Context: an optimization exercise on an open-source flow, tuned for small area and a short achievable clock period. The choices shown serve that exercise and are no tape-out recipe. Only simulation tests tie the RTL to the original design; equivalence was not proved. In runs 4 to 7 the design's own scripts or RTL, not TritonCTS, make the clock network. No driver is modelled on the clock port, so clock power and skew are understated where the tree is cut down; a real chip needs a root buffer or a tree. Power figures rest on the tool's default switching activity, not on a simulated workload.

--- flow/config.mk ---
export PLATFORM = sky130hd
export DESIGN_NAME = scoreboard_ctrl
export DESIGN_NICKNAME = scoreboard_ctrl
export VERILOG_FILES = /design/flow/design.v
export SDC_FILE = /design/flow/constraint.sdc
export NUM_CORES = 4
export LEC_CHECK = 0
export CAP_MARGIN = 20
export CORE_MARGIN = 2
export CORE_UTILIZATION = 70
export SETUP_SLACK_MARGIN = 2.0
export SLEW_MARGIN = 20
--- flow/constraint.sdc ---
create_clock -name core_clock -period 4.5 [get_ports {clk}]
set_input_delay 0.9000 -clock core_clock [delete_from_list [all_inputs] [get_ports {clk}]]
set_output_delay 0.9000 -clock core_clock [all_outputs]
set_load 0.01 [all_outputs]
--- flow/design.v ---
package sb_pkg;
    typedef logic [31:0] inst_t;
    typedef logic [2:0]  fu_id_t;
    typedef logic [4:0]  reg_idx_t;
    typedef logic [4:0]  fu_op_t;
    localparam int num_fu = 4;
    localparam fu_id_t fu_none = 3'd0;
    localparam fu_id_t fu_alu  = 3'd1;
    localparam fu_id_t fu_mem  = 3'd2;
    localparam fu_id_t fu_mul  = 3'd3;
    localparam fu_id_t fu_div  = 3'd4;
    localparam fu_op_t alu_add   = 5'h01;
    localparam fu_op_t alu_sub   = 5'h02;
    localparam fu_op_t alu_and   = 5'h03;
    localparam fu_op_t alu_or    = 5'h04;
    localparam fu_op_t alu_xor   = 5'h05;
    localparam fu_op_t alu_sll   = 5'h06;
    localparam fu_op_t alu_srl   = 5'h07;
    localparam fu_op_t alu_slt   = 5'h08;
    localparam fu_op_t alu_sltu  = 5'h09;
    localparam fu_op_t alu_sra   = 5'h0a;
    localparam fu_op_t alu_imm   = 5'h10;
    localparam fu_op_t alu_lui   = 5'h1b;
    localparam fu_op_t alu_auipc = 5'h1c;
    localparam fu_op_t mem_lb  = 5'b0_000_0;
    localparam fu_op_t mem_lh  = 5'b0_001_0;
    localparam fu_op_t mem_lw  = 5'b0_010_0;
    localparam fu_op_t mem_lbu = 5'b0_100_0;
    localparam fu_op_t mem_lhu = 5'b0_101_0;
    localparam fu_op_t mem_sb  = 5'b0_000_1;
    localparam fu_op_t mem_sh  = 5'b0_001_1;
    localparam fu_op_t mem_sw  = 5'b0_010_1;
    localparam fu_op_t mul_mul    = 5'd0;
    localparam fu_op_t mul_mulh   = 5'd1;
    localparam fu_op_t mul_mulhsu = 5'd2;
    localparam fu_op_t mul_mulhu  = 5'd3;
    localparam fu_op_t div_div    = 5'd0;
    localparam fu_op_t div_divu   = 5'd1;
    localparam fu_op_t div_rem    = 5'd2;
    localparam fu_op_t div_remu   = 5'd3;
    localparam logic [6:0] opc_r     = 7'b0110011;
    localparam logic [6:0] opc_i     = 7'b0010011;
    localparam logic [6:0] opc_load  = 7'b0000011;
    localparam logic [6:0] opc_store = 7'b0100011;
    localparam logic [6:0] opc_lui   = 7'b0110111;
    localparam logic [6:0] opc_auipc = 7'b0010111;
    localparam logic [6:0] f7_base   = 7'h00;
    localparam logic [6:0] f7_muldiv = 7'h01;
    localparam logic [6:0] f7_alt    = 7'h20;
endpackage
module scoreboard_ctrl (
    input  logic                      clk,
    input  logic                      rst,
    input  sb_pkg::inst_t             inst,
    input  logic                      inst_valid,
    input  logic [sb_pkg::num_fu-1:0] fu_done,
    output logic                      issue_ack,
    output logic [sb_pkg::num_fu-1:0] ro_en,
    output sb_pkg::fu_op_t            ro_op,
    output sb_pkg::reg_idx_t          rs1_ctrl,
    output sb_pkg::reg_idx_t          rs2_ctrl,
    output logic                      reg_write,
    output sb_pkg::fu_id_t            wb_fu,
    output sb_pkg::reg_idx_t          rd_ctrl
);
    logic [4:1]      busy;     
    logic [4:1]      pre;      
    logic [4:1]      rdy1;     
    logic [4:1]      rdy2;
    logic [4:1]      done;     
    logic [4:1][4:0] dst;      
    logic [4:1][4:0] src1;
    logic [4:1][4:0] src2;
    logic [4:0]      op1;      
    logic [3:0]      op2;      
    logic [1:0]      op3;      
    logic [1:0]      op4;
    logic [6:0] opc;
    logic [2:0] f3;
    logic [6:0] f7;
    logic [4:0] rd, rs1, rs2;
    assign opc = inst[6:0];
    assign f3  = inst[14:12];
    assign f7  = inst[31:25];
    assign rd  = inst[11:7];
    assign rs1 = inst[19:15];
    assign rs2 = inst[24:20];
    logic is_r, is_i, is_ld, is_st, is_lui, is_auipc;
    assign is_r     = (opc == sb_pkg::opc_r);
    assign is_i     = (opc == sb_pkg::opc_i);
    assign is_ld    = (opc == sb_pkg::opc_load);
    assign is_st    = (opc == sb_pkg::opc_store);
    assign is_lui   = (opc == sb_pkg::opc_lui);
    assign is_auipc = (opc == sb_pkg::opc_auipc);
    logic f7_0, f7_20, f7_1;
    assign f7_0  = (f7 == sb_pkg::f7_base);
    assign f7_20 = (f7 == sb_pkg::f7_alt);
    assign f7_1  = (f7 == sb_pkg::f7_muldiv);
    logic [4:1] val;           
    assign val[1] = (is_r && (f7_0 || (f7_20 && (f3 == 3'h0 || f3 == 3'h5)))) ||
                    (is_i && (f3 == 3'h1 ? f7_0 : (f3 == 3'h5 ? (f7_0 || f7_20) : 1'b1))) ||
                    is_lui || is_auipc;
    assign val[2] = (is_ld && (f3 != 3'h3 && f3 != 3'h6 && f3 != 3'h7)) ||
                    (is_st && !f3[2] && f3 != 3'h3);
    assign val[3] = is_r && f7_1 && !f3[2];
    assign val[4] = is_r && f7_1 &&  f3[2];
    logic [4:0] alu_op;
    logic       alu_alt;
    assign alu_alt = inst[30] && (inst[5] || f3 == 3'h5);
    always_comb begin
        case (f3)
            3'h0:    alu_op = alu_alt ? sb_pkg::alu_sub : sb_pkg::alu_add;
            3'h1:    alu_op = sb_pkg::alu_sll;
            3'h2:    alu_op = sb_pkg::alu_slt;
            3'h3:    alu_op = sb_pkg::alu_sltu;
            3'h4:    alu_op = sb_pkg::alu_xor;
            3'h5:    alu_op = alu_alt ? sb_pkg::alu_sra : sb_pkg::alu_srl;
            3'h6:    alu_op = sb_pkg::alu_or;
            default: alu_op = sb_pkg::alu_and;
        endcase
        if (!inst[5]) alu_op = alu_op | sb_pkg::alu_imm;
        if (inst[2])  alu_op = inst[5] ? sb_pkg::alu_lui : sb_pkg::alu_auipc;
    end
    logic [4:1][4:0] n_dst, n_src1, n_src2;
    logic [4:1]      has_s1, has_s2, has_d;
    assign has_d  = {1'b1, 1'b1, !inst[5], 1'b1};
    assign has_s1 = {1'b1, 1'b1, 1'b1, !inst[2]};
    assign has_s2 = {1'b1, 1'b1, inst[5], inst[5] && !inst[2]};
    always_comb begin
        for (int u = 1; u <= 4; u++) begin
            n_dst[u]  = has_d[u]  ? rd  : 5'd0;
            n_src1[u] = has_s1[u] ? rs1 : 5'd0;
            n_src2[u] = has_s2[u] ? rs2 : 5'd0;
        end
    end
    logic [4:1] wake1, wake2;
    logic       rd_nz, rs1_nz, rs2_nz;
    assign rd_nz  = (rd  != 5'd0);
    assign rs1_nz = (rs1 != 5'd0);
    assign rs2_nz = (rs2 != 5'd0);
    logic [4:1] rs1_hit, rs2_hit, rd_hit;    
    logic [4:1] rd_s1, rd_s2;                
    always_comb begin
        for (int v = 1; v <= 4; v++) begin
            rs1_hit[v] = rs1_nz && (rs1 == dst[v]);
            rs2_hit[v] = rs2_nz && (rs2 == dst[v]);
            rd_hit[v]  = rd_nz  && (rd  == dst[v]);
            rd_s1[v]   = rd_nz  && (rd  == src1[v]);
            rd_s2[v]   = rd_nz  && (rd  == src2[v]);
        end
    end
    logic [4:1] rog;
    logic [4:1][4:1] war;
    always_ff @(posedge clk) begin
        for (int v = 1; v <= 4; v++)
            for (int u = 1; u <= 4; u++)
                if (u != v) begin
                    if (!busy[v])
                        war[v][u] <= has_d[v] && !rog[u] &&
                                     ((rdy1[u] && rd_s1[u]) || (rdy2[u] && rd_s2[u]));
                    else
                        war[v][u] <= war[v][u] && !rog[u];
                end
    end
    logic [4:1] wbg, done_n, war_n, wb_req_n, wbg_n;
    logic [4:0] rd_n;
    always_comb begin
        for (int u = 1; u <= 4; u++) begin
            done_n[u] = busy[u] && !wbg[u] && (done[u] || fu_done[u-1]);
        end
        for (int v = 1; v <= 4; v++) begin
            war_n[v] = 1'b0;
            for (int u = 1; u <= 4; u++)
                if (u != v && war[v][u] && !rog[u])
                    war_n[v] = 1'b1;
        end
    end
    assign wb_req_n = done_n & ~war_n;
    assign wbg_n = {wb_req_n[4] & ~|wb_req_n[3:1], wb_req_n[3] & ~|wb_req_n[2:1],
                    wb_req_n[2] & ~wb_req_n[1], wb_req_n[1]};
    assign rd_n  = ({5{wbg_n[1]}} & dst[1]) | ({5{wbg_n[2]}} & dst[2]) |
                   ({5{wbg_n[3]}} & dst[3]) | ({5{wbg_n[4]}} & dst[4]);
    logic [4:0] rd_q;
    always_ff @(posedge clk or posedge rst) begin
        if (rst) wbg <= '0;
        else     wbg <= wbg_n;
    end
    always_ff @(posedge clk) rd_q <= rd_n;
    logic       waw, pend1, pend2, dec_valid, issue_en;
    logic [4:1] issue;
    assign waw   = |(busy & rd_hit);
    assign pend1 = |(busy & ~wbg & rs1_hit);
    assign pend2 = |(busy & ~wbg & rs2_hit);
    assign dec_valid = |val;
    always_comb begin
        for (int u = 1; u <= 4; u++)
            issue[u] = inst_valid && val[u] && !busy[u] && !(has_d[u] && waw);
    end
    assign issue_en = (inst_valid && !dec_valid) || (|issue);
    always_comb begin
        for (int u = 1; u <= 4; u++) begin
            wake1[u] = pre[u] && (|wbg) && (rd_q == src1[u]);
            wake2[u] = pre[u] && (|wbg) && (rd_q == src2[u]);
        end
    end
    logic [4:1] busy_n, rdy1_n, rdy2_n, rq_n, rog_n;
    always_comb begin
        for (int u = 1; u <= 4; u++) begin
            if (busy[u]) begin
                busy_n[u] = !wbg[u];
                rdy1_n[u] = !rog[u] && !wbg[u] && (rdy1[u] || wake1[u]);
                rdy2_n[u] = !rog[u] && !wbg[u] && (rdy2[u] || wake2[u]);
            end else begin
                busy_n[u] = issue[u];
                rdy1_n[u] = issue[u] && !(has_s1[u] && pend1);
                rdy2_n[u] = issue[u] && !(has_s2[u] && pend2);
            end
        end
    end
    assign rq_n  = rdy1_n & rdy2_n;
    assign rog_n = {rq_n[4] & ~|rq_n[3:1], rq_n[3] & ~|rq_n[2:1], rq_n[2] & ~rq_n[1], rq_n[1]};
    always_ff @(posedge clk or posedge rst) begin
        if (rst) begin
            busy      <= '0;
            rdy1      <= '0;
            rdy2      <= '0;
            rog       <= '0;
            issue_ack <= 1'b0;
        end else begin
            busy      <= busy_n;
            rdy1      <= rdy1_n;
            rdy2      <= rdy2_n;
            rog       <= rog_n;
            issue_ack <= issue_en;
        end
    end
    always_ff @(posedge clk) begin
        for (int u = 1; u <= 4; u++) begin
            if (busy[u]) begin
                pre[u]  <= pre[u] && !rog[u] && !wbg[u];
                done[u] <= !wbg[u] && (done[u] || fu_done[u-1]);
            end else begin
                pre[u]  <= 1'b1;
                done[u] <= 1'b0;
            end
        end
    end
    always_ff @(posedge clk) begin
        for (int u = 1; u <= 4; u++) begin
            if (!busy[u]) begin
                dst[u]  <= n_dst[u];
                src1[u] <= n_src1[u];
                src2[u] <= n_src2[u];
            end
        end
        if (!busy[1]) op1 <= alu_op;
        if (!busy[2]) op2 <= {f3, inst[5]};
        if (!busy[3]) op3 <= f3[1:0];
        if (!busy[4]) op4 <= f3[1:0];
    end
    assign ro_en     = rog;
    assign ro_op     = ({5{rog[1]}} & op1) | ({5{rog[2]}} & {1'b0, op2}) |
                       ({5{rog[3]}} & {3'b0, op3}) | ({5{rog[4]}} & {3'b0, op4});
    assign rs1_ctrl  = ({5{rog[1]}} & src1[1]) | ({5{rog[2]}} & src1[2]) |
                       ({5{rog[3]}} & src1[3]) | ({5{rog[4]}} & src1[4]);
    assign rs2_ctrl  = ({5{rog[1]}} & src2[1]) | ({5{rog[2]}} & src2[2]) |
                       ({5{rog[3]}} & src2[3]) | ({5{rog[4]}} & src2[4]);
    assign reg_write = |wbg;
    assign wb_fu     = {wbg[4], wbg[2] | wbg[3], wbg[1] | wbg[3]};
    assign rd_ctrl   = rd_q;
endmodule
--- flow/flow/run.sh ---
#!/bin/bash
# Standard ORFS layout with two changes: the port buffers are plain buffers
# instead of the delay cells buffer_ports picks on its own, and the clock tree
# uses smaller clock buffers and no dummy balancing loads.
set -euo pipefail
export BUFFER_PORTS_ARGS="-buffer_cell sky130_fd_sc_hd__buf_2"
export CTS_ARGS="-sink_clustering_enable -repair_clock_nets -dont_use_dummy_load -buf_list sky130_fd_sc_hd__clkbuf_8 -sink_clustering_size 30"
bash standard.sh > make.log 2>&1
--- flow/standard.sh ---
#!/bin/bash
# synth_recipe.tcl (not shown) runs the flow's synth.tcl, then flattens the netlist and writes it again
# the make line also repeats each setting of config.mk as NAME=value (left out here)
make -C /OpenROAD-flow-scripts/flow DESIGN_CONFIG=/design/flow/config.mk WORK_HOME=/design/flow/orfs CLKGATE_MAP_FILE= SYNTH_SCRIPT=/design/flow/synth_recipe.tcl "${@:-finish}"
==> results.json, run 1 <==
{
  "first_iter_violations": 405,
  "ys_seq_area_frac": 0.484,
  "cts_made_buffers": 17,
  "drc": 0,
  "final_nets": 705,
  "synth_ff_type": "edfxtp_1",
  "synth_cell_type_count": 61,
  "syn-cell-area_sq_um": 6650,
  "worst_pin_slew_ps": 786,
  "initial_core_util": 0.719,
  "cts.path.max_buffers": 2,
  "cts_tree": "yes",
  "postCtsHoldBufs": 0,
  "dieHeight_um": 101,
  "final_util": 0.795,
  "hold_violations": 0,
  "hpwl_mm": 13.0,
  "gp_congestion": 0.995,
  "dpl_cell_area_sq_um": 6970,
  "hold_path_class": "reg2reg",
  "grt_pass1_wl_mm": 28.6,
  "port_buffers": 67,
  "ys_seq_elements": 119,
  "routed_wl_mm": 18.7,
  "layout_min_cycle_time_ps": 2480,
  "arrival_ps": 1580,
  "area_growth_pct": 10.5,
  "clk_latency_ps": 440,
  "n_antenna_cell": 0,
  "whs_path_depth": 2,
  "synth_fp_nets": 651,
  "viasPerCell": 6.49,
  "final_common_cell": "xnor2_1",
  "async_flop_share": 0.176,
  "min_from": "pre[1]",
  "antenna_found_initial": 0,
  "design.die.area_sq_um": 10300,
  "outcome": "no timing/DRC/antenna violations",
  "clk_pin_slew_ps": 60,
  "drtPass1Iterations": 5,
  "critPathLaunchType": "flop",
  "rows": 35,
  "syn_inst": 612,
  "num_vias": 5144,
  "finalMaxSlewViolations": 0,
  "maxCapViolations": 0,
  "powerDensity_nw_per_um2": 512,
  "core-area_sq_um": 9240,
  "hold_path_end": "pre[1]",
  "worstSetupPathType": "reg2out",
  "yosysWarnings": 1,
  "cp_max_fo": 13,
  "filler_cell_count": 602,
  "cts_sinks": 119,
  "overflow": 0,
  "first_global_vias": 5190,
  "layout-drive-gt1-share": 0.205,
  "critPathSlowestCell": "dfrtp_4",
  "p_leak_nw": 2.93,
  "grt_start_max_net_pins": 25,
  "vdd_ir_drop_max_v": 0.000359,
  "ant_nets": 0,
  "io_pins": 68,
  "avgRoutedWirePerCell_um": 23.5,
  "dp_slack_ps": 1330,
  "finalSetupViolCount": 0,
  "rr_worst_depth": 7,
  "worst-r2r-setup-slack_ps": 2040,
  "clock-root-buffer": "clkbuf_8",
  "final_area_sq_um": 7340,
  "cp-end-kind": "output port",
  "finalSetupTns_ps": 0,
  "track_usage": 0.382,
  "fin_skew_ps": 28.8,
  "finalPower_w": 0.00376,
  "max_stage_delay_ps": 580,
  "clock.fmax_mhz": 402,
  "crit_chain": "clkbuf_8 -> a22o_1 -> buf_2",
  "avgSynthCellArea_sq_um": 10.9,
  "register_area_sq_um": 3230,
  "reg2reg_to": "rd_q[1]",
  "multiInputGateArea_sq_um": 3240,
  "r2r-start": "busy[2]",
  "synth_edf_count": 73,
  "layout_setup_ws_ps": 2020,
  "mostFrequentLayoutCells": "76 x xnor2_1, 73 x edfxtp_1, 64 x xor2_1, 61 x buf_2, 43 x nand2_1",
  "htreeDepth": 4,
  "die-width_um": 101,
  "worstPathRequired_ps": 3600,
  "finalCritPeriodShare": 0.552,
  "slew_headroom": 0.475,
  "grt_setup_unrepaired": "true"
}
synthesized netlist by cell type, types with 2 or more instances:
cell type	n	area, sq um
nand2_1	43	161
a41oi_1	4	35.0
nand4_1	20	125
a22oi_1	29	218
xor2_1	64	561
nand2b_1	11	68.8
clkbuf_1	12	45.0
inv_1	8	30.0
and2_1	11	68.8
nor3_1	22	110
o221ai_1	3	26.3
nor2b_1	23	144
buf_6	2	22.5
a21oi_1	6	30.0
a221o_1	5	50.1
nor2_1	35	131
mux2i_1	8	80.1
o32ai_2	2	32.5
o21ai_0	15	75.1
dfxtp_1	25	500
buf_2	19	95.1
nor4_1	11	68.8
o211ai_1	2	15.0
a22o_1	3	26.3
dfrtp_1	21	526
nor3_2	4	40.0
nand3_1	11	55.1
edfxtp_1	73	2190
o21ai_1	2	10.0
or4_1	2	15.0
buf_4	4	30.0
or2_2	4	25.0
xnor2_1	76	666
a211o_1	4	35.0
nor4_4	2	42.5
cells by family after synthesis:
family | after synthesis | share of synthesized area
AOI/OAI and AO/OA | 86 | 0.103
xor gates and xnor gates | 140 | 0.184
buffers and inverters | 49 | 0.0399
and+or+nand+nor | 210 | 0.176
muxes | 8 | 0.0120
DFF | 119 | 0.484
area by class of cell:
cell class              count  area share
clock buffers              17      0.0319
inverters                   9     0.00460
multi-input cells         444       0.442
flip-flops and latches    119       0.440
well taps                 129      0.0220
repair buffers             75      0.0593
power breakdown:
group	switching [W]	internal [W]	leakage (nW)	total, W
Sequential	0.000419	0.00152	1.26	0.00193
Clock	0.000347	0.000330	0.122	0.000677
Combinational	0.000660	0.000486	1.55	0.00115
what timing repair did:
item / in CTS / in global routing
setup endpoints to repair: 22 / 14
buffers inserted: 1 / 2
pin swaps: 1 / 3
gates resized for setup: 17 / 19
flip-flops by register name, indices dropped and copies added, names as in the netlist, 5 cells and up:
signal  cells
dst        20
op1         5
rd_q        5
src1       20
src2       20
war        12
per-layer routing:
metal | global-route usage | wire length (um) | up-vias
met4 | 0.200 | 896 | 0
met3 | 0.0883 | 1920 | 72
met2 | 0.596 | 8870 | 346
met1 | 0.502 | 6990 | 2450
li1 | - | - | 2276
met5 | 0 | 0 | -
critical path, delay by kind of cell (launching register included):
family | cells | cell delay [ps]
DFF | 1 | 580
buffers and inverters | 2 | 360
AOI/OAI and AO/OA | 1 | 210
worst max path at each step:
| stage | from | to | slack (ps) |
|---|---|---|---|
| 2_1_floorplan | inst[7] | rog[3] | 1810 |
| 4_1_cts | rd_q[3] | rog[3] | 2020 |
| 3_3_place_gp | inst[11] | rog[3] | 1390 |
| 3_5_place_dp | inst[11] | rog[3] | 1330 |
| 6_report | rog[1] | ro_op[3] | 2020 |
| 5_1_grt | rog[1] | ro_op[3] | 1980 |
metrics by stage:
stage | hold slack [ps] | instances
6_report | 453 | 793
5_1_grt | 473 | 793
4_1_cts | 450 | 791
3_5_place_dp | 435 | 773
3_3_place_gp | 425 | 773
2_1_floorplan | 416 | 612
==> run 2, diff against run 1 <==
--- a/flow/config.mk
+++ b/flow/config.mk
@@ -8,5 +8,5 @@
 export CAP_MARGIN = 20
 export CORE_MARGIN = 2
-export CORE_UTILIZATION = 70
+export CORE_UTILIZATION = 75
 export SETUP_SLACK_MARGIN = 2.0
 export SLEW_MARGIN = 20
==> run 2 against run 1 <==
Against the previous run:
- largest cell class unchanged
- die area fell by 6.4%
- critical path depth grew 4
- sequential power hardly changed
- still clean on timing, DRC and antenna
- largest power group unchanged
==> results.json, run 2 <==
{
  "final_nets": 707,
  "avgSynthCellArea_sq_um": 10.9,
  "whs_path_depth": 2,
  "slew_headroom": 0.478,
  "hold_path_end": "pre[1]",
  "synth_ff_type": "edfxtp_1",
  "vdd_ir_drop_max_v": 0.000344,
  "gr-usage-met2": 0.663,
  "multiInputGateArea_sq_um": 3290,
  "ys_seq_elements": 119,
  "p_leak_nw": 2.97,
  "layout-drive-gt1-share": 0.209,
  "cts_sinks": 119,
  "track_usage": 0.403,
  "hold-worst-slack_ps": 458,
  "worst-r2r-setup-slack_ps": 1900,
  "syn_inst": 612,
  "synth.largest_area_cell": "edfxtp_1",
  "register_area_sq_um": 3230,
  "num_vias": 5323,
  "cts_tree": "yes",
  "mostFrequentLayoutCells": "73 x xnor2_1, 73 x edfxtp_1, 64 x xor2_1, 60 x buf_2, 43 x nand2_1",
  "grt_start_max_net_pins": 25,
  "first_global_vias": 5383,
  "finalSetupTns_ps": 0,
  "r2r-start": "wbg[1]",
  "clock.fmax_mhz": 384,
  "drc": 0,
  "ant_nets": 0,
  "rows": 34,
  "clock-root-buffer": "clkbuf_8",
  "grt_use_met3": 0.0938,
  "htreeDepth": 4,
  "powerDensity_nw_per_um2": 511,
  "core-area_sq_um": 8640,
  "overflow": 0,
  "outcome": "no timing/DRC/antenna violations",
  "min_from": "pre[1]",
  "drtPass1Iterations": 5,
  "avgRoutedWirePerCell_um": 24.8,
  "synth_edf_count": 73,
  "die-width_um": 98.1,
  "netlist_top_cells_count": "76 x xnor2_1, 73 x edfxtp_1, 64 x xor2_1, 43 x nand2_1, 35 x nor2_1",
  "clk_pin_slew_ps": 70,
  "filler_cell_count": 456,
  "yosys-top-cells-area": "edfxtp_1 33%, xnor2_1 10%, xor2_1 8.4%",
  "grt_pass1_wl_mm": 29.3,
  "io_pins": 68,
  "hold_violations": 0,
  "viasPerCell": 6.88,
  "busiest_layer": "met2",
  "first_iter_violations": 561,
  "synth_cell_type_count": 61,
  "antenna_found_initial": 0,
  "design.die.area_sq_um": 9630,
  "syn-cell-area_sq_um": 6650,
  "finalCritPeriodShare": 0.578,
  "arrival_ps": 2910,
  "gp_congestion": 0.997,
  "worst_pin_slew_ps": 783,
  "critPathLaunchType": "flop",
  "yosysTopAreaCellShare": 0.330,
  "finalSetupViolCount": 0,
  "reg_top3": "dst (20), src1 (20), src2 (20)",
  "port_buffers": 67,
  "fin_skew_ps": 30.9,
  "maxCapViolations": 0,
  "met1_usage": 0.513,
  "ys_seq_area_frac": 0.484,
  "cp_max_fo": 5,
  "worstSetupPathType": "reg2reg",
  "cts_made_buffers": 17,
  "hold_path_class": "reg2reg",
  "n_antenna_cell": 0,
  "clk_latency_ps": 430,
  "finalMaxSlewViolations": 0,
  "async_flop_share": 0.176,
  "synth_fp_nets": 651,
  "hpwl_mm": 13.3,
  "rr_worst_depth": 7,
  "initial_core_util": 0.770,
  "cp-end-kind": "flop",
  "worstPathRequired_ps": 4800,
  "routed_wl_mm": 19.2,
  "layout_min_cycle_time_ps": 2600,
  "postCtsHoldBufs": 0,
  "cts.path.max_buffers": 2,
  "synth_most_common_cell": "xnor2_1",
  "dieHeight_um": 98.1,
  "yosysWarnings": 1,
  "reg2reg_to": "rog[4]",
  "area_growth_pct": 11.0,
  "grt_setup_unrepaired": "true"
}
[run 2: cell counts after synthesis]
No cell type changed its count.
[run 2: worst max-delay path by stage]
| stage | start | endpoint |
|---|---|---|
| after floorplan | inst[7] | rog[3] |
| after global routing | wbg[1] | rog[4] |
| after global placement | inst[11] | rog[3] |
| after detailed placement | inst[7] | rog[3] |
| final | wbg[1] | rog[4] |
| after CTS | rd_q[1] | rog[3] |
[run 2: final cells by class]
| class | count | share of cell area |
|---|---|---|
| inverters | 9 | 0.00509 |
| multi-input cells | 444 | 0.446 |
| repair buffers | 77 | 0.0616 |
| flip-flops and latches | 119 | 0.437 |
| well taps | 108 | 0.0183 |
| clock buffers | 17 | 0.0317 |
[run 2: kinds of logic after synthesis]
logic type,count (synthesis),share of synthesized area
xor gates and xnor gates,140,0.184
buffers and inverters,49,0.0399
AOI/OAI and AO/OA,86,0.103
muxes,8,0.0120
and+or+nand+nor,210,0.176
DFF,119,0.484
[run 2: per-layer routing]
layer  wire length [um]  vias up
met5                  0        -
met1               6760     2522
li1                   -     2284
met4                971        0
met2               9360      419
met3               2070       98
[run 2: repair_timing]
| action | in CTS | in global routing |
|---|---|---|
| endpoints found under the setup margin | 22 | 10 |
| hold endpoints to repair | 0 | 0 |
| setup buffers | 2 | 3 |
| pin swaps | 1 | 5 |
| gates resized for setup | 22 | 18 |
[run 2: critical path: stages (launching register included)]
cell and delay, ps:
dfrtp_1 420, nor4_4 460, nor2b_1 180, a41oi_1 270, nor3_1 150, nor4_1 590, a211oi_4 70, a2111oi_2 340
[run 2: stage by stage]
stage | instance area [sq um] | setup WS (ps) | utilization | power (W) | std cells
floorplan | 6670 | 1810 | - | 0.00260 | 612
global route | 7380 | 1790 | 0.854 | 0.00390 | 774
detailed placement | 6940 | 1290 | 0.804 | 0.00302 | 752
global placement | 6940 | 1420 | 0.804 | 0.00296 | 752
finish | 7380 | 1900 | 0.854 | 0.00377 | 774
CTS | 7270 | 1960 | 0.842 | 0.00370 | 771
[run 2: report_power, final]
part           internal (W)  leakage [nW]  total, W  switching (W)
registers           0.00151          1.26   0.00194       0.000432
logic              0.000489          1.58   0.00115       0.000664
clock network      0.000330         0.122  0.000678       0.000348
total               0.00233          2.97   0.00377        0.00144
==> run 3, diff against run 2 <==
--- a/flow/config.mk
+++ b/flow/config.mk
@@ -8,5 +8,5 @@
 export CAP_MARGIN = 20
 export CORE_MARGIN = 2
-export CORE_UTILIZATION = 75
+export CORE_UTILIZATION = 65
 export SETUP_SLACK_MARGIN = 2.0
 export SLEW_MARGIN = 20
==> run 3 against run 2 <==
Against the previous run:
- still clean on timing, DRC and antenna
- power down 0.32%
- critical path depth down 4
- count of clock-buffer cells in the layout stayed put
- hold slack worse by 20 ps
- core utilization is 11 points lower
- sequential share of layout area increased by 0.42 points
- largest cell class is now registers
==> results.json, run 3 <==
{
  "outcome": "no timing/DRC/antenna violations",
  "cts_made_buffers": 17,
  "ys_seq_area_frac": 0.484,
  "cts_tree": "yes",
  "rows": 36,
  "track_usage": 0.355,
  "yosysTopAreaCellShare": 0.330,
  "syn-cell-area_sq_um": 6650,
  "antenna_found_initial": 0,
  "finalSetupViolCount": 0,
  "core-area_sq_um": 9860,
  "arrival_ps": 1610,
  "area_growth_pct": 10.3,
  "grt_setup_unrepaired": "true",
  "postCtsHoldBufs": 0,
  "finalMaxSlewViolations": 0,
  "viasPerCell": 6.48,
  "crit_end": "ro_op[2]",
  "cts.path.max_buffers": 2,
  "synth_most_common_cell": "xnor2_1",
  "critPathLaunchType": "flop",
  "finalSetupTns_ps": 0,
  "p_sw_frac": 0.382,
  "synth_edf_count": 73,
  "gp_congestion": 0.985,
  "p_int_w": 0.00232,
  "drtPass1Iterations": 5,
  "port_buffers": 67,
  "cp-end-kind": "output port",
  "ant_nets": 0,
  "cts_sinks": 119,
  "synth_ff_type": "edfxtp_1",
  "layout-drive-gt1-share": 0.200,
  "clock.fmax_mhz": 398,
  "synth.largest_area_cell": "edfxtp_1",
  "clk_pin_slew_ps": 80,
  "fin_skew_ps": 32.2,
  "power_frac_comb": 0.300,
  "drc": 0,
  "yosysWarnings": 1,
  "slew_headroom": 0.477,
  "layout_setup_ws_ps": 1990,
  "yosys-top-cells-area": "edfxtp_1 33%, xnor2_1 10%, xor2_1 8.4%",
  "initial_core_util": 0.674,
  "first_iter_violations": 465,
  "die-width_um": 105,
  "mostFrequentLayoutCells": "76 x xnor2_1, 73 x edfxtp_1, 64 x xor2_1, 61 x buf_2, 43 x nand2_1",
  "worst-r2r-setup-slack_ps": 2100,
  "avgSynthCellArea_sq_um": 10.9,
  "dp_slack_ps": 1320,
  "num_vias": 5170,
  "hold_violations": 0,
  "hold_path_class": "reg2reg",
  "maxCapViolations": 0,
  "layout_min_cycle_time_ps": 2510,
  "synth_fp_nets": 651,
  "syn_inst": 612,
  "vdd_ir_drop_max_v": 0.000336,
  "worst_pin_slew_ps": 783,
  "ys_seq_elements": 119,
  "rr_worst_depth": 7,
  "worstSetupPathType": "reg2out",
  "startpoint": "rog[1]",
  "cp_max_fo": 13,
  "final_common_cell": "xnor2_1",
  "switchingPower_w": 0.00144,
  "io_pins": 68,
  "clock-root-buffer": "clkbuf_8",
  "grt_pass1_wl_mm": 29.0,
  "design.die.area_sq_um": 11100,
  "r2r-start": "busy[2]",
  "reg2reg_to": "rd_q[1]",
  "n_antenna_cell": 0,
  "p_leak_nw": 2.94,
  "synth_cell_type_count": 61,
  "seqPwrFrac": 0.517,
  "async_flop_share": 0.176,
  "final_nets": 706,
  "netlist_top_cells_count": "76 x xnor2_1, 73 x edfxtp_1, 64 x xor2_1, 43 x nand2_1, 35 x nor2_1",
  "grt_start_max_net_pins": 25,
  "powerDensity_nw_per_um2": 513,
  "finalCritPeriodShare": 0.558,
  "avgRoutedWirePerCell_um": 23.8,
  "htreeDepth": 4,
  "worstPathRequired_ps": 3600,
  "overflow": 0,
  "routed_wl_mm": 19.0,
  "first_global_vias": 5136,
  "hpwl_mm": 13.3,
  "reg_top3": "dst (20), src1 (20), src2 (20)",
  "p_clk_frac": 0.183,
  "clk_latency_ps": 450,
  "dieHeight_um": 105
}
[run 3: per-layer routing]
| metal | share of wire | wire (um) | GRT usage |
|---|---|---|---|
| met1 | 0.38 | 7220 | 0.466 |
| met2 | 0.47 | 8950 | 0.557 |
| met3 | 0.099 | 1880 | 0.0749 |
| met4 | 0.049 | 929 | 0.185 |
| met5 | 0 | 0 | 0 |
[run 3: worst min-delay path by stage]
stage | to | from | cells after the start
after floorplan | pre[3] | pre[3] | 2
after global placement | pre[2] | pre[2] | 2
after detailed placement | pre[1] | pre[1] | 2
after CTS | pre[2] | pre[2] | 2
after global routing | pre[1] | pre[1] | 2
final | pre[2] | pre[2] | 2
[run 3: layout make-up]
| cell class | instances | area [sq um] |
|---|---|---|
| fill | 720 | 2530 |
| sequential | 119 | 3240 |
| multi-input combinational | 444 | 3230 |
| clock buffer | 17 | 234 |
| inverter | 9 | 33.8 |
| timing repair buffer | 76 | 437 |
| tap | 133 | 166 |
[run 3: timing repair]
| action | in CTS | in global routing |
|---|---|---|
| setup buffers | 2 | 2 |
| gates resized for setup | 14 | 17 |
| setup endpoints to repair | 27 | 13 |
| pin swaps | 1 | 2 |
[run 3: logic make-up after synthesis]
group,share of synthesized area
AND/OR/NAND/NOR,0.176
XOR/XNOR,0.184
flip-flops,0.484
AO/OA/AOI/OAI,0.103
buffers and inverters,0.0399
multiplexers,0.0120
[run 3: per-stage QoR]
step | util | instances | total power, W | area [sq um] | hold WS, ps
after floorplan | - | 612 | 0.00260 | 6670 | 416
after global routing | 0.743 | 798 | 0.00394 | 7330 | 482
after detailed placement | 0.707 | 777 | 0.00304 | 6970 | 430
after CTS | 0.736 | 796 | 0.00373 | 7260 | 440
final | 0.743 | 798 | 0.00376 | 7330 | 438
after global placement | 0.707 | 777 | 0.00301 | 6970 | 426
[run 3: power by group through the flow]
| stage | registers (W) | clock network (W) | logic [W] |
|---|---|---|---|
| finish | 0.00195 | 0.000687 | 0.00113 |
| global route | 0.00197 | 0.000744 | 0.00122 |
| CTS | 0.00193 | 0.000692 | 0.00111 |
| detailed placement | 0.00194 | 0 | 0.00110 |
| global placement | 0.00194 | 0 | 0.00107 |
| floorplan | 0.00175 | 0 | 0.000851 |
[run 3: critical path: stages (launching register included)]
cell and delay, ps:
dfrtp_4 590, buf_6 200, a22o_1 220, buf_2 140
==> run 4, diff against run 3 <==
==> flow/flow/run.sh (replaced) <==
#!/bin/bash
# Standard ORFS layout with these changes:
#  - the port buffers are plain buffers instead of the delay cells
#    buffer_ports picks on its own;
#  - the clock tree is a balanced two-level tree built by flow/manual_cts.tcl
#    (one root buffer, one leaf buffer per group of nearby flops), in place of
#    TritonCTS's H-tree; the rest of the CTS step (legalisation, timing
#    repair) runs unchanged.
set -euo pipefail
here=$(pwd)
export BUFFER_PORTS_ARGS="-buffer_cell sky130_fd_sc_hd__buf_2"
export PRE_CTS_TCL="$here/flow/manual_cts.tcl"
export MCTS_CLK=clk
export MCTS_ROOT=sky130_fd_sc_hd__clkbuf_8
export MCTS_LEAF=sky130_fd_sc_hd__clkbuf_8
export MCTS_NLEAF=8
bash standard.sh > make.log 2>&1
==> flow/flow/manual_cts.tcl (new file) <==
# Replaces clock_tree_synthesis with a small two-level clock tree: one root
# buffer next to the clock's loads, driving one leaf buffer per group of flops;
# the flops are grouped by position so each leaf drives a compact cluster.
proc clock_tree_synthesis {args} {
  set block [ord::get_db_block]
  set db [ord::get_db]
  set leaf_master [$db findMaster $::env(MCTS_LEAF)]
  set root_master [$db findMaster $::env(MCTS_ROOT)]
  set nleaf $::env(MCTS_NLEAF)
  set clk [$block findNet $::env(MCTS_CLK)]
  set sinks {}
  foreach it [$clk getITerms] {
    if {[$it isInputSignal]} { lappend sinks $it }
  }
  # group the sinks: sort by x into columns, each column by y into cells
  set pts {}
  foreach it $sinks {
    set inst [$it getInst]
    set loc [$inst getLocation]
    lappend pts [list [lindex $loc 0] [lindex $loc 1] $it]
  }
  set n [llength $pts]
  set ncol [expr {int(ceil(sqrt($nleaf)))}]
  set nrow [expr {int(ceil(double($nleaf) / $ncol))}]
  set pts [lsort -integer -index 0 $pts]
  set groups {}
  set per_col [expr {int(ceil(double($n) / $ncol))}]
  for {set c 0} {$c < $ncol} {incr c} {
    set col [lsort -integer -index 1 [lrange $pts [expr {$c*$per_col}] [expr {($c+1)*$per_col-1}]]]
    set m [llength $col]
    if {$m == 0} continue
    set per_row [expr {int(ceil(double($m) / $nrow))}]
    for {set r 0} {$r < $nrow} {incr r} {
      set g [lrange $col [expr {$r*$per_row}] [expr {($r+1)*$per_row-1}]]
      if {[llength $g]} { lappend groups $g }
    }
  }
  # root buffer at the centroid of all sinks
  set sx 0; set sy 0
  foreach p $pts { incr sx [lindex $p 0]; incr sy [lindex $p 1] }
  set rx [expr {$sx / $n}]; set ry [expr {$sy / $n}]
  set root [odb::dbInst_create $block $root_master clkbuf_root]
  $root setLocation $rx $ry
  $root setPlacementStatus PLACED
  set rnet [odb::dbNet_create $block clknet_root]
  $rnet setSigType CLOCK
  [$root findITerm A] connect $clk
  [$root findITerm X] connect $rnet
  set i 0
  foreach g $groups {
    set gx 0; set gy 0
    foreach p $g { incr gx [lindex $p 0]; incr gy [lindex $p 1] }
    set gx [expr {$gx / [llength $g]}]; set gy [expr {$gy / [llength $g]}]
    set leaf [odb::dbInst_create $block $leaf_master clkbuf_leaf_$i]
    $leaf setLocation $gx $gy
    $leaf setPlacementStatus PLACED
    set lnet [odb::dbNet_create $block clknet_leaf_$i]
    $lnet setSigType CLOCK
    [$leaf findITerm A] connect $rnet
    [$leaf findITerm X] connect $lnet
    foreach p $g {
      set it [lindex $p 2]
      $it disconnect
      $it connect $lnet
    }
    puts "manual cts: leaf $i drives [llength $g] sinks"
    incr i
  }
  puts "manual cts: $n sinks, $i leaf buffers"
  detailed_placement
  set_propagated_clock [all_clocks]
}
==> run 4 against run 3 <==
Against the previous run:
- first-iteration DRC count up 3.2%
- area after synthesis stayed put
- sequential share of layout area up 0.38 points
- cell area down 0.97%
- clock skew fell by 23 ps
- combinational power barely moved
- synthesized cell count did not move
- still clean
==> results.json, run 4 <==
{
  "finalSetupViolCount": 0,
  "initial_core_util": 0.674,
  "track_usage": 0.340,
  "n_antenna_cell": 0,
  "drc": 0,
  "slew_headroom": 0.471,
  "drtPass1Iterations": 5,
  "layout_min_cycle_time_ps": 2480,
  "first_iter_violations": 480,
  "io_pins": 68,
  "worst_pin_slew_ps": 792,
  "yosysWarnings": 1,
  "synth.largest_area_cell": "edfxtp_1",
  "mostFrequentLayoutCells": "76 x xnor2_1, 73 x edfxtp_1, 64 x xor2_1, 60 x buf_2, 43 x nand2_1",
  "overflow": 0,
  "outcome": "no timing/DRC/antenna violations",
  "final_nets": 700,
  "crit_chain": "buf_4 -> inv_1 -> o21ai_1 -> a311o_1 -> a21oi_2 -> o2111ai_4 -> a211oi_4 -> and4b_1",
  "ys_seq_elements": 119,
  "arrival_ps": 2780,
  "avgRoutedWirePerCell_um": 23.8,
  "finalMaxSlewViolations": 0,
  "final_util": 0.736,
  "yosysTopAreaCellShare": 0.330,
  "synth_ff_type": "edfxtp_1",
  "register_area_sq_um": 3230,
  "ys_seq_area_frac": 0.484,
  "netlist_top_cells_count": "76 x xnor2_1, 73 x edfxtp_1, 64 x xor2_1, 43 x nand2_1, 35 x nor2_1",
  "antenna_found_initial": 0,
  "worstPathRequired_ps": 4800,
  "synth_most_common_cell": "xnor2_1",
  "busiest_layer": "met2",
  "ant_nets": 0,
  "grt_pass1_wl_mm": 28.8,
  "num_vias": 5071,
  "syn-cell-area_sq_um": 6650,
  "die-width_um": 105,
  "cp_max_fo": 19,
  "clk_latency_ps": 410,
  "layout-drive-gt1-share": 0.196,
  "p_leak_nw": 2.90,
  "async_flop_share": 0.176,
  "syn_inst": 612,
  "reg_top3": "dst (20), src1 (20), src2 (20)",
  "max_stage_delay_ps": 390,
  "fin_skew_ps": 9.29,
  "finalCritPeriodShare": 0.551,
  "rows": 36,
  "first_global_vias": 5039,
  "placed_cells": 777,
  "finalSetupTns_ps": 0,
  "synth_cell_type_count": 61,
  "synth_fp_nets": 651,
  "vdd_ir_drop_max_v": 0.000388,
  "postCtsHoldBufs": 0,
  "critPathTopFamily": "compound AO/OA/AOI/OAI gates",
  "filler_cell_count": 721,
  "area_growth_pct": 9.26,
  "critPathLaunchType": "primary input",
  "multiInputGateArea_sq_um": 3240,
  "synth_edf_count": 73,
  "gp_congestion": 0.985,
  "hpwl_mm": 13.3,
  "worstSetupPathType": "in2reg",
  "hold_violations": 0,
  "finalNonFillerCells": 792,
  "grt_start_max_net_pins": 25,
  "maxCapViolations": 0,
  "viasPerCell": 6.40,
  "design.die.area_sq_um": 11100,
  "port_buffers": 67,
  "dieHeight_um": 105,
  "clock.fmax_mhz": 403,
  "hold-worst-slack_ps": 443,
  "routed_wl_mm": 18.8,
  "met1_usage": 0.465,
  "clk_pin_slew_ps": 80,
  "grt_use_met3": 0.0449,
  "cp_num_buf_inv": 2,
  "grt_setup_unrepaired": "true",
  "gr-usage-met2": 0.558,
  "yosys-top-cells-area": "edfxtp_1 33%, xnor2_1 10%, xor2_1 8.4%",
  "critPathSlowestCell": "a211oi_4",
  "hold_path_class": "reg2reg",
  "avgSynthCellArea_sq_um": 10.9,
  "powerDensity_nw_per_um2": 495,
  "core-area_sq_um": 9860,
  "cp-end-kind": "flop",
  "final_common_cell": "xnor2_1"
}
==> run 4: cell counts after synthesis <==
Identical to the previous run, type by type.
==> run 4: cells by family after synthesis <==
family                 count (synthesis)  share of synthesized area
AND/OR/NAND/NOR                      210                      0.176
XOR/XNOR                             140                      0.184
flip-flops                           119                      0.484
AO/OA/AOI/OAI                         86                      0.103
buffers and inverters                 49                     0.0399
multiplexers                           8                     0.0120
==> run 4: cell type report <==
class                      count  share of cell area
inverter                       9             0.00465
sequential                   119               0.445
timing repair buffer          77              0.0615
multi-input combinational    444               0.447
tap                          133              0.0229
buffer                        10              0.0190
==> run 4: metrics by stage <==
stage | area [sq um] | power, W | setup slack, ps
after floorplan | 6670 | 0.00260 | 1810
after global placement | 6970 | 0.00301 | 1380
after detailed placement | 6970 | 0.00304 | 1320
after CTS | 7170 | 0.00356 | 2020
after global routing | 7260 | 0.00376 | 1960
final | 7260 | 0.00360 | 2020
==> run 4: timing repair <==
action / 4_1_cts / 5_1_grt
gates resized for setup: 16 / 18
setup buffers: 2 / 3
pin swaps: 1 / 2
setup endpoints to repair: 24 / 11
==> run 4: report_power, final <==
group          internal, W  switching [W]  total, W
clock network     0.000199       0.000324  0.000523
registers          0.00151       0.000430   0.00194
logic             0.000480       0.000653   0.00113
total              0.00219        0.00141   0.00360
==> run 4: per-layer routing <==
metal | part of all wire | wire length [um] | vias to the layer above
met5 | 0 | 0 | -
met2 | 0.47 | 8910 | 290
met3 | 0.10 | 1880 | 50
met1 | 0.39 | 7290 | 2463
li1 | - | - | 2268
met4 | 0.041 | 767 | 0
==> run 4: final timing paths <==
kind                       slack, ps    start  cells past startpoint  endpoint
setup / recovery                2020  inst[5]                      8    rog[3]
min in group asynchronous        650      rst                      2    rog[2]
max in group asynchronous       3280      rst                      2    rog[1]
setup reg to reg                2060  busy[1]                      7    rog[3]
hold / removal                   440   pre[1]                      2    pre[1]
hold reg to reg                  440   pre[1]                      2    pre[1]
==> run 4: worst min-delay path: stages, from the launching register on <==
cell and delay [ps]:
dfxtp_1 310, nand2_1 50, nand2_1 40
==> run 5, diff against run 4 <==
--- a/flow/config.mk
+++ b/flow/config.mk
@@ -8,5 +8,5 @@
 export CAP_MARGIN = 20
 export CORE_MARGIN = 2
-export CORE_UTILIZATION = 65
+export CORE_UTILIZATION = 68
 export SETUP_SLACK_MARGIN = 2.0
 export SLEW_MARGIN = 20
==> run 5 against run 4 <==
Against the previous run:
- hold slack improved by 1.9 ps
- global-route usage increased by 1.1 points
- fmax shrank 2.7%
- synthesized cell count unchanged
- via count is 0.57% higher
- clock skew rose by 2.6 ps
- die area shrank 4.2%
- core utilization rose by 3.2 points
- critical endpoint is now rog[4]
==> results.json, run 5 <==
{
  "powerDensity_nw_per_um2": 489,
  "cp_max_fo": 17,
  "slew_headroom": 0.460,
  "critPathLaunchType": "primary input",
  "syn-cell-area_sq_um": 6650,
  "die-width_um": 103,
  "final_nets": 701,
  "routed_wl_mm": 18.8,
  "grt_pass1_wl_mm": 27.6,
  "layout_min_cycle_time_ps": 2550,
  "area_growth_pct": 11.4,
  "ys_seq_area_frac": 0.484,
  "filler_cell_count": 683,
  "synth_fp_nets": 651,
  "yosysWarnings": 1,
  "mostFrequentLayoutCells": "73 x edfxtp_1, 72 x xnor2_1, 64 x xor2_1, 60 x buf_2, 43 x nand2_1",
  "finalPower_w": 0.00362,
  "worst_pin_slew_ps": 810,
  "port_buffers": 67,
  "worstSetupPathType": "in2reg",
  "fin_skew_ps": 11.9,
  "netlist_top_cells_count": "76 x xnor2_1, 73 x edfxtp_1, 64 x xor2_1, 43 x nand2_1, 35 x nor2_1",
  "postCtsHoldBufs": 0,
  "finalMaxSlewViolations": 0,
  "initial_core_util": 0.690,
  "grt_setup_unrepaired": "true",
  "ant_nets": 0,
  "dp_slack_ps": 1370,
  "maxCapViolations": 0,
  "drtPass1Iterations": 5,
  "hold_path_class": "reg2reg",
  "avgSynthCellArea_sq_um": 10.9,
  "gp_congestion": 0.955,
  "outcome": "no timing/DRC/antenna violations",
  "crit_chain": "buf_8 -> xnor2_1 -> nand4_1 -> nor3_2 -> nor4_4 -> buf_6 -> buf_4 -> o2111ai_4 -> o32ai_4 -> a2111oi_2",
  "synth.largest_area_cell": "edfxtp_1",
  "async_flop_share": 0.176,
  "clk_pin_slew_ps": 90,
  "synth_edf_count": 73,
  "yosys-top-cells-area": "edfxtp_1 33%, xnor2_1 10%, xor2_1 8.4%",
  "io_pins": 68,
  "first_iter_violations": 459,
  "track_usage": 0.351,
  "layout-drive-gt1-share": 0.214,
  "layout_setup_ws_ps": 1950,
  "hold_violations": 0,
  "dieHeight_um": 103,
  "grt_start_max_net_pins": 25,
  "max_stage_delay_ps": 440,
  "finalSetupTns_ps": 0,
  "overflow": 0,
  "worstPathRequired_ps": 4770,
  "ys_seq_elements": 119,
  "clock.fmax_mhz": 392,
  "finalCritPeriodShare": 0.567,
  "antenna_found_initial": 0,
  "num_vias": 5100,
  "synth_ff_type": "edfxtp_1",
  "viasPerCell": 6.43,
  "vdd_ir_drop_max_v": 0.000387,
  "reg_top3": "dst (20), src1 (20), src2 (20)",
  "clk_latency_ps": 410,
  "arrival_ps": 2820,
  "hpwl_mm": 12.9,
  "final_common_cell": "edfxtp_1",
  "yosysTopAreaCellShare": 0.330,
  "syn_inst": 612,
  "finalSetupViolCount": 0,
  "core-area_sq_um": 9640,
  "first_global_vias": 4858,
  "synth_most_common_cell": "xnor2_1",
  "p_leak_nw": 2.94,
  "synth_cell_type_count": 61,
  "cp-end-kind": "flop",
  "n_antenna_cell": 0,
  "design.die.area_sq_um": 10600,
  "avgRoutedWirePerCell_um": 23.7,
  "critPathSlowestCell": "a2111oi_2",
  "rows": 36,
  "drc": 0
}
## run 5: worst max-delay path: cells and delay by family
kind	cells	cell delay [ps]
AND/OR/NAND/NOR	3	480
AO/OA/AOI/OAI	3	830
buffers and inverters	3	470
XOR/XNOR	1	140
## run 5: power by group
part / internal, W / switching [W] / total (W)
registers: 0.00151 / 0.000429 / 0.00194
logic: 0.000500 / 0.000662 / 0.00116
clock network: 0.000199 / 0.000323 / 0.000522
## run 5: metal layers
layer	part of all wire	GRT usage	vias to the layer above
li1	-	-	2270
met1	0.40	0.483	2450
met2	0.47	0.576	318
met3	0.085	0.0441	62
met4	0.042	0.132	0
met5	0	0	-
## run 5: area by class of cell
type / count / area (sq um) / area share
Multi-Input combinational cell: 444 / 3340 / 0.451
Buffer: 10 / 138 / 0.0186
Timing Repair Buffer: 78 / 489 / 0.0661
Inverter: 9 / 40.0 / 0.00541
Tap cell: 133 / 166 / 0.0225
Sequential cell: 119 / 3230 / 0.436
## run 5: worst paths after layout
check                         start       to  slack, ps  depth (start not counted)
max                        inst[10]   rog[4]       1950                         10
min                          pre[4]   pre[4]        450                          2
max reg2reg                  dst[9]   rog[4]       1990                          9
min reg2reg                  pre[4]   pre[4]        450                          2
max in group asynchronous       rst   rog[1]       3260                          2
min in group asynchronous       rst  busy[2]        650                          2
## run 5: stage by stage
step,util,hold WS (ps),instance area [sq um],cells
2_1_floorplan,-,416,6670,612
3_3_place_gp,0.723,426,6970,777
3_5_place_dp,0.723,430,6970,777
4_1_cts,0.744,443,7170,788
5_1_grt,0.768,476,7400,793
6_report,0.768,445,7400,793
## run 5: timing repair
action	CTS	global route
setup endpoints to repair	20	15
resized for setup	16	42
buffers inserted	1	5
pin swaps	1	14
## run 5: logic make-up (layout without fill, tap and decap cells)
kind of cell | Yosys count | count (layout) | share of synthesized area
multiplexers | 8 | 8 | 0.0120
AO/OA/AOI/OAI | 86 | 86 | 0.103
flip-flops | 119 | 119 | 0.484
XOR/XNOR | 140 | 140 | 0.184
buffers and inverters | 49 | 97 | 0.0399
AND/OR/NAND/NOR | 210 | 210 | 0.176
==> run 6, diff against run 5 <==
--- a/flow/config.mk
+++ b/flow/config.mk
@@ -8,5 +8,5 @@
 export CAP_MARGIN = 20
 export CORE_MARGIN = 2
-export CORE_UTILIZATION = 68
+export CORE_UTILIZATION = 72
 export SETUP_SLACK_MARGIN = 2.0
 export SLEW_MARGIN = 20
==> run 6 against run 5 <==
Against the previous run:
- still clean on timing, DRC and antenna
- final cell count decreased by 3.2%
- cell area fell by 1.5%
- first-iteration DRC count fell by 2.2%
- worst setup slack better by 91 ps
- hold slack improved by 4.0 ps
- via count increased by 3.2%
- synthesized cell count unchanged
- core utilization rose by 3.2 points
- critical path type unchanged
- largest cell class unchanged
==> results.json, run 6 <==
{
  "finalSetupViolCount": 0,
  "fin_skew_ps": 9.72,
  "synth.largest_area_cell": "edfxtp_1",
  "grt_setup_unrepaired": "true",
  "final_nets": 698,
  "n_antenna_cell": 0,
  "postCtsHoldBufs": 0,
  "hold_path_class": "reg2reg",
  "antenna_found_initial": 0,
  "critPathLaunchType": "primary input",
  "yosysTopAreaCellShare": 0.330,
  "yosysWarnings": 1,
  "gp_congestion": 0.993,
  "synth_cell_type_count": 61,
  "dieHeight_um": 100,
  "ys_seq_area_frac": 0.484,
  "cp_max_fo": 9,
  "avgSynthCellArea_sq_um": 10.9,
  "cp-end-kind": "flop",
  "clock.fmax_mhz": 407,
  "hold_violations": 0,
  "powerDensity_nw_per_um2": 497,
  "hpwl_mm": 13.2,
  "viasPerCell": 6.86,
  "core-area_sq_um": 9110,
  "ys_seq_elements": 119,
  "port_buffers": 67,
  "area_growth_pct": 9.70,
  "layout_min_cycle_time_ps": 2460,
  "grt_start_max_net_pins": 25,
  "first_iter_violations": 449,
  "worst_pin_slew_ps": 778,
  "hold-worst-slack_ps": 449,
  "async_flop_share": 0.176,
  "ant_nets": 0,
  "synth_most_common_cell": "xnor2_1",
  "slew_headroom": 0.481,
  "clk_latency_ps": 400,
  "routed_wl_mm": 18.8,
  "avgRoutedWirePerCell_um": 24.5,
  "arrival_ps": 2740,
  "worstPathRequired_ps": 4780,
  "syn-cell-area_sq_um": 6650,
  "reg_top3": "dst (20), src1 (20), src2 (20)",
  "design.die.area_sq_um": 10000,
  "initial_core_util": 0.730,
  "io_pins": 68,
  "layout-drive-gt1-share": 0.198,
  "rows": 35,
  "first_global_vias": 5093,
  "worst-r2r-setup-slack_ps": 2070,
  "worstSetupPathType": "in2reg",
  "track_usage": 0.375,
  "mostFrequentLayoutCells": "73 x xnor2_1, 73 x edfxtp_1, 64 x xor2_1, 60 x buf_2, 43 x nand2_1",
  "synth_fp_nets": 651,
  "finalMaxSlewViolations": 0,
  "finalSetupTns_ps": 0,
  "clk_pin_slew_ps": 80,
  "synth_ff_type": "edfxtp_1",
  "finalCritPeriodShare": 0.547,
  "vdd_ir_drop_max_v": 0.000407,
  "outcome": "no timing/DRC/antenna violations",
  "syn_inst": 612,
  "synth_edf_count": 73,
  "overflow": 0,
  "drc": 0,
  "netlist_top_cells_count": "76 x xnor2_1, 73 x edfxtp_1, 64 x xor2_1, 43 x nand2_1, 35 x nor2_1",
  "grt_pass1_wl_mm": 28.6,
  "finalPower_w": 0.00362,
  "num_vias": 5265,
  "maxCapViolations": 0,
  "drtPass1Iterations": 5,
  "yosys-top-cells-area": "edfxtp_1 33%, xnor2_1 10%, xor2_1 8.4%",
  "die-width_um": 100,
  "p_leak_nw": 2.92
}
run 6: cell count changes in the layout (fill, tap and decap cells not counted), sizes merged:
| cell | delta |
|---|---|
| inv | +1 |
| buf | -2 |
| clkinvlp | -1 |
| clkbuf | -1 |
run 6: critical path, cell delays in order:
cell and delay, ps:
buf_2 220, xnor2_1 170, nand4_1 140, nor3_1 340, nor4_4 130, buf_4 160, nor2_1 190, o32ai_2 150
a2111oi_2 330
run 6: area by class of cell:
cell class | count | area, sq um
Fill cell | 594 | 1820
Timing Repair Buffer | 75 | 452
Buffer | 10 | 138
Inverter | 9 | 36.3
Tap cell | 111 | 139
Multi-Input combinational cell | 444 | 3300
Sequential cell | 119 | 3230
run 6: logic make-up (layout without fill, tap and decap cells):
| logic type | Yosys count | after routing | share of synthesized area |
|---|---|---|---|
| AOI/OAI and AO/OA | 86 | 86 | 0.103 |
| xor gates and xnor gates | 140 | 140 | 0.184 |
| buffers and inverters | 49 | 94 | 0.0399 |
| DFF | 119 | 119 | 0.484 |
| muxes | 8 | 8 | 0.0120 |
| and+or+nand+nor | 210 | 210 | 0.176 |
run 6: path summary, 6_finish.rpt:
check,startpoint,to,cells after the start
worst max-delay path,inst[15],rog[4],9
worst min register to register,pre[2],pre[2],2
min in group asynchronous,rst,rdy1[3],2
worst max register to register,busy[2],rd_q[1],7
worst min-delay path,pre[2],pre[2],2
max in group asynchronous,rst,rog[1],2
run 6: stage by stage:
| stage | std cells | worst slack, ps | cell area (sq um) | util |
|---|---|---|---|---|
| after global placement | 755 | 1400 | 6950 | 0.763 |
| final | 768 | 2040 | 7290 | 0.800 |
| after CTS | 766 | 1930 | 7140 | 0.784 |
| after floorplan | 612 | 1810 | 6670 | - |
| after global routing | 768 | 1940 | 7290 | 0.800 |
| after detailed placement | 755 | 1300 | 6950 | 0.763 |
run 6: power by group:
part	internal (W)	switching [W]	leakage [nW]
sequential	0.00151	0.000435	1.26
combinational	0.000491	0.000670	1.59
clock	0.000199	0.000314	0.0719
total	0.00220	0.00142	2.92
run 6: what timing repair did:
item / CTS / global route
setup buffers: 1 / 2
setup endpoints to repair: 24 / 9
pin swaps: 1 / 8
resized for setup: 17 / 32
run 6: metal layers:
layer	GRT usage	wire (um)	part of all wire
met2	0.615	8880	0.47
met5	0	0	0
met1	0.510	6950	0.37
met4	0.151	952	0.051
met3	0.0543	1990	0.11
==> run 7, diff against run 6 <==
--- a/flow/config.mk
+++ b/flow/config.mk
@@ -8,5 +8,6 @@
 export CAP_MARGIN = 20
 export CORE_MARGIN = 2
-export CORE_UTILIZATION = 72
+export CORE_UTILIZATION = 70
+export GPL_ROUTABILITY_DRIVEN = 0
 export SETUP_SLACK_MARGIN = 2.0
 export SLEW_MARGIN = 20
==> run 7 against run 6 <==
Against the previous run:
- power barely moved
- highest routed layer unchanged
- via count hardly changed
- fmax is 1.9% lower
- global-route usage decreased by 1.5 points
- critical endpoint unchanged
- wire length decreased by 0.78%
- sequential power about the same
- core utilization shrank 0.33 points
- hold slack worse by 8.1 ps
- clock power grew 2%
- die area increased by 2.7%
- clock skew about the same
==> results.json, run 7 <==
{
  "drc": 0,
  "ys_seq_area_frac": 0.484,
  "num_vias": 5262,
  "area_growth_pct": 10.8,
  "finalSetupTns_ps": 0,
  "first_iter_violations": 423,
  "n_antenna_cell": 0,
  "finalSetupViolCount": 0,
  "mostFrequentLayoutCells": "76 x xnor2_1, 73 x edfxtp_1, 64 x xor2_1, 61 x buf_2, 43 x nand2_1",
  "worst_pin_slew_ps": 771,
  "rows": 35,
  "p_leak_nw": 2.93,
  "synth_cell_type_count": 61,
  "hold_path_class": "reg2reg",
  "synth_top_family_by_area": "XOR/XNOR gates",
  "syn-cell-area_sq_um": 6650,
  "p_sw_frac": 0.395,
  "routed_wl_mm": 18.6,
  "synth_xor_area_frac": 0.184,
  "maxCapViolations": 0,
  "antenna_found_initial": 0,
  "grt_pass1_wl_mm": 28.1,
  "outcome": "no timing/DRC/antenna violations",
  "yosys.area_share.simple": 0.176,
  "switchingPower_w": 0.00143,
  "p_clk_frac": 0.144,
  "yosys.area_share.adder": 0,
  "vdd_ir_drop_max_v": 0.000402,
  "worst-r2r-setup-slack_ps": 2070,
  "avgRoutedWirePerCell_um": 23.6,
  "viasPerCell": 6.66,
  "gr-usage-met2": 0.572,
  "design.die.area_sq_um": 10300,
  "synth.largest_area_cell": "edfxtp_1",
  "arrival_ps": 2780,
  "register_area_sq_um": 3230,
  "synth_most_common_cell": "xnor2_1",
  "clk_latency_ps": 410,
  "reg_top3": "dst (20), src1 (20), src2 (20)",
  "clk_pin_slew_ps": 80,
  "ys_seq_elements": 119,
  "overflow": 0,
  "multiInputGateArea_sq_um": 3340,
  "met1_usage": 0.488,
  "worstSetupPathType": "in2reg",
  "synth_mux_area_frac": 0.0120,
  "powerDensity_nw_per_um2": 492,
  "grt_setup_unrepaired": "true",
  "io_pins": 68,
  "finalCritPeriodShare": 0.557,
  "busiest_layer": "met2",
  "cp_max_fo": 17,
  "syn_inst": 612,
  "filler_cell_count": 589,
  "layout-drive-gt1-share": 0.212,
  "fin_skew_ps": 9.98,
  "slew_headroom": 0.486,
  "ant_nets": 0,
  "finalNonFillerCells": 790,
  "track_usage": 0.361,
  "synth_edf_count": 73,
  "yosysWarnings": 1,
  "core-area_sq_um": 9240,
  "synth-compound-area-share": 0.103,
  "synth_ff_type": "edfxtp_1",
  "yosys-top-cells-area": "edfxtp_1 33%, xnor2_1 10%, xor2_1 8.4%",
  "initial_core_util": 0.719,
  "first_global_vias": 5155,
  "hold_violations": 0,
  "clock.fmax_mhz": 399,
  "seqPwrFrac": 0.535,
  "power_frac_comb": 0.321,
  "finalMaxSlewViolations": 0,
  "cp-end-kind": "flop",
  "layout_min_cycle_time_ps": 2510,
  "avgSynthCellArea_sq_um": 10.9,
  "netlist_top_cells_count": "76 x xnor2_1, 73 x edfxtp_1, 64 x xor2_1, 43 x nand2_1, 35 x nor2_1",
  "port_buffers": 67,
  "synth_fp_nets": 651,
  "final_nets": 702,
  "worstPathRequired_ps": 4780,
  "p_int_w": 0.00219,
  "grt_use_met3": 0.0621,
  "async_flop_share": 0.176,
  "final_common_cell": "xnor2_1",
  "dieHeight_um": 101,
  "drtPass1Iterations": 5,
  "grt_start_max_net_pins": 25,
  "placed_cells": 773,
  "hpwl_mm": 13.0,
  "die-width_um": 101,
  "yosysTopAreaCellShare": 0.330,
  "critPathLaunchType": "primary input"
}
run 7: cell counts after synthesis:
Identical to the previous run, type by type.
run 7: what timing repair did:
action | 4_1_cts | 5_1_grt
resized for setup | 21 | 28
pin swaps | 2 | 8
buffers inserted | 2 | 5
endpoints found under the setup margin | 21 | 17
hold buffers | 0 | 0
run 7: critical path: stages:
cell	delay [ps]
buf_6	150
xnor2_1	220
nand4_1	130
nor3_2	230
nor4_4	70
buf_4	180
o211ai_1	300
a32oi_1	170
a2111oi_2	410
run 7: power by group through the flow:
| stage | combinational, W | clock, W | sequential [W] |
|---|---|---|---|
| after floorplan | 0.000851 | 0 | 0.00175 |
| after global placement | 0.00107 | 0 | 0.00193 |
| after detailed placement | 0.00110 | 0 | 0.00193 |
| after CTS | 0.00111 | 0.000528 | 0.00191 |
| after global routing | 0.00125 | 0.000557 | 0.00195 |
| final | 0.00116 | 0.000522 | 0.00194 |
run 7: cell type report:
type                       count  area share
buffer                        10      0.0187
inverter                       9     0.00493
multi-input combinational    444       0.453
sequential                   119       0.438
tap                          129      0.0219
timing repair buffer          79      0.0634
run 7: routing by layer:
layer | vias up | wire length (um)
met1 | 2521 | 7130
met3 | 100 | 1930
met2 | 361 | 8510
li1 | 2280 | -
met5 | - | 0
met4 | 0 | 1060
run 7: kinds of logic (layout without fill, tap and decap cells):
kind of cell | after synthesis | after routing
AND/OR/NAND/NOR | 210 | 210
XOR/XNOR | 140 | 140
flip-flops | 119 | 119
AO/OA/AOI/OAI | 86 | 86
buffers and inverters | 49 | 98
multiplexers | 8 | 8
run 7: final timing paths:
| check | cells after the start | startpoint | to |
|---|---|---|---|
| max | 9 | inst[8] | rog[4] |
| min | 2 | pre[2] | pre[2] |
| max reg2reg | 6 | wbg[3] | rog[3] |
| min reg2reg | 2 | pre[2] | pre[2] |
| max in group asynchronous | 2 | rst | rog[1] |
| min in group asynchronous | 2 | rst | wbg[3] |
run 7: per-stage QoR:
stage	instance area, sq um	worst slack, ps	hold slack (ps)	power [W]	util
5_1_grt	7370	1920	464	0.00376	0.797
3_3_place_gp	6970	1410	426	0.00300	0.754
4_1_cts	7190	1970	442	0.00355	0.779
6_report	7370	1990	441	0.00362	0.797
2_1_floorplan	6670	1810	416	0.00260	-
3_5_place_dp	6970	1310	431	0.00303	0.754

what the ideal ports hide:
The results above use ideal ports. As a check the final layouts listed here were re-extracted and re-timed, cells and wires unchanged. Step 1 assumes that a clkbuf_16 drives the clock port and a buf_2 every other input. Step 2 also shifts input and output timing later by t, the mid clock arrival at the registers, as if the neighbouring blocks saw the same clock. a / b / c = no drivers / after step 1 / after step 2; a / b = the first two.
| run | shift t [ns] | setup WS [ns] | worst register clock-pin slew, ns |
|---|---|---|---|
| run 1 | 0.466 | 2.015 / 1.980 / 1.615 | 0.08 / 0.08 |
| run 2 | 0.451 | 1.897 / 1.897 / 1.552 | 0.08 / 0.08 |
| run 3 | 0.469 | 1.990 / 1.957 / 1.599 | 0.08 / 0.08 |
| run 4 | 0.441 | 2.018 / 1.999 / 1.589 | 0.09 / 0.09 |
| run 5 | 0.437 | 1.950 / 1.929 / 1.492 | 0.09 / 0.09 |
| run 6 | 0.434 | 2.041 / 2.013 / 1.619 | 0.09 / 0.09 |
| run 7 | 0.442 | 1.994 / 1.970 / 1.556 | 0.09 / 0.09 |
After both steps setup and hold are still met in every run listed. For run 5, which loses most, drivers alone change the setup slack by -0.021 ns; drivers and shift together by -0.458 ns.
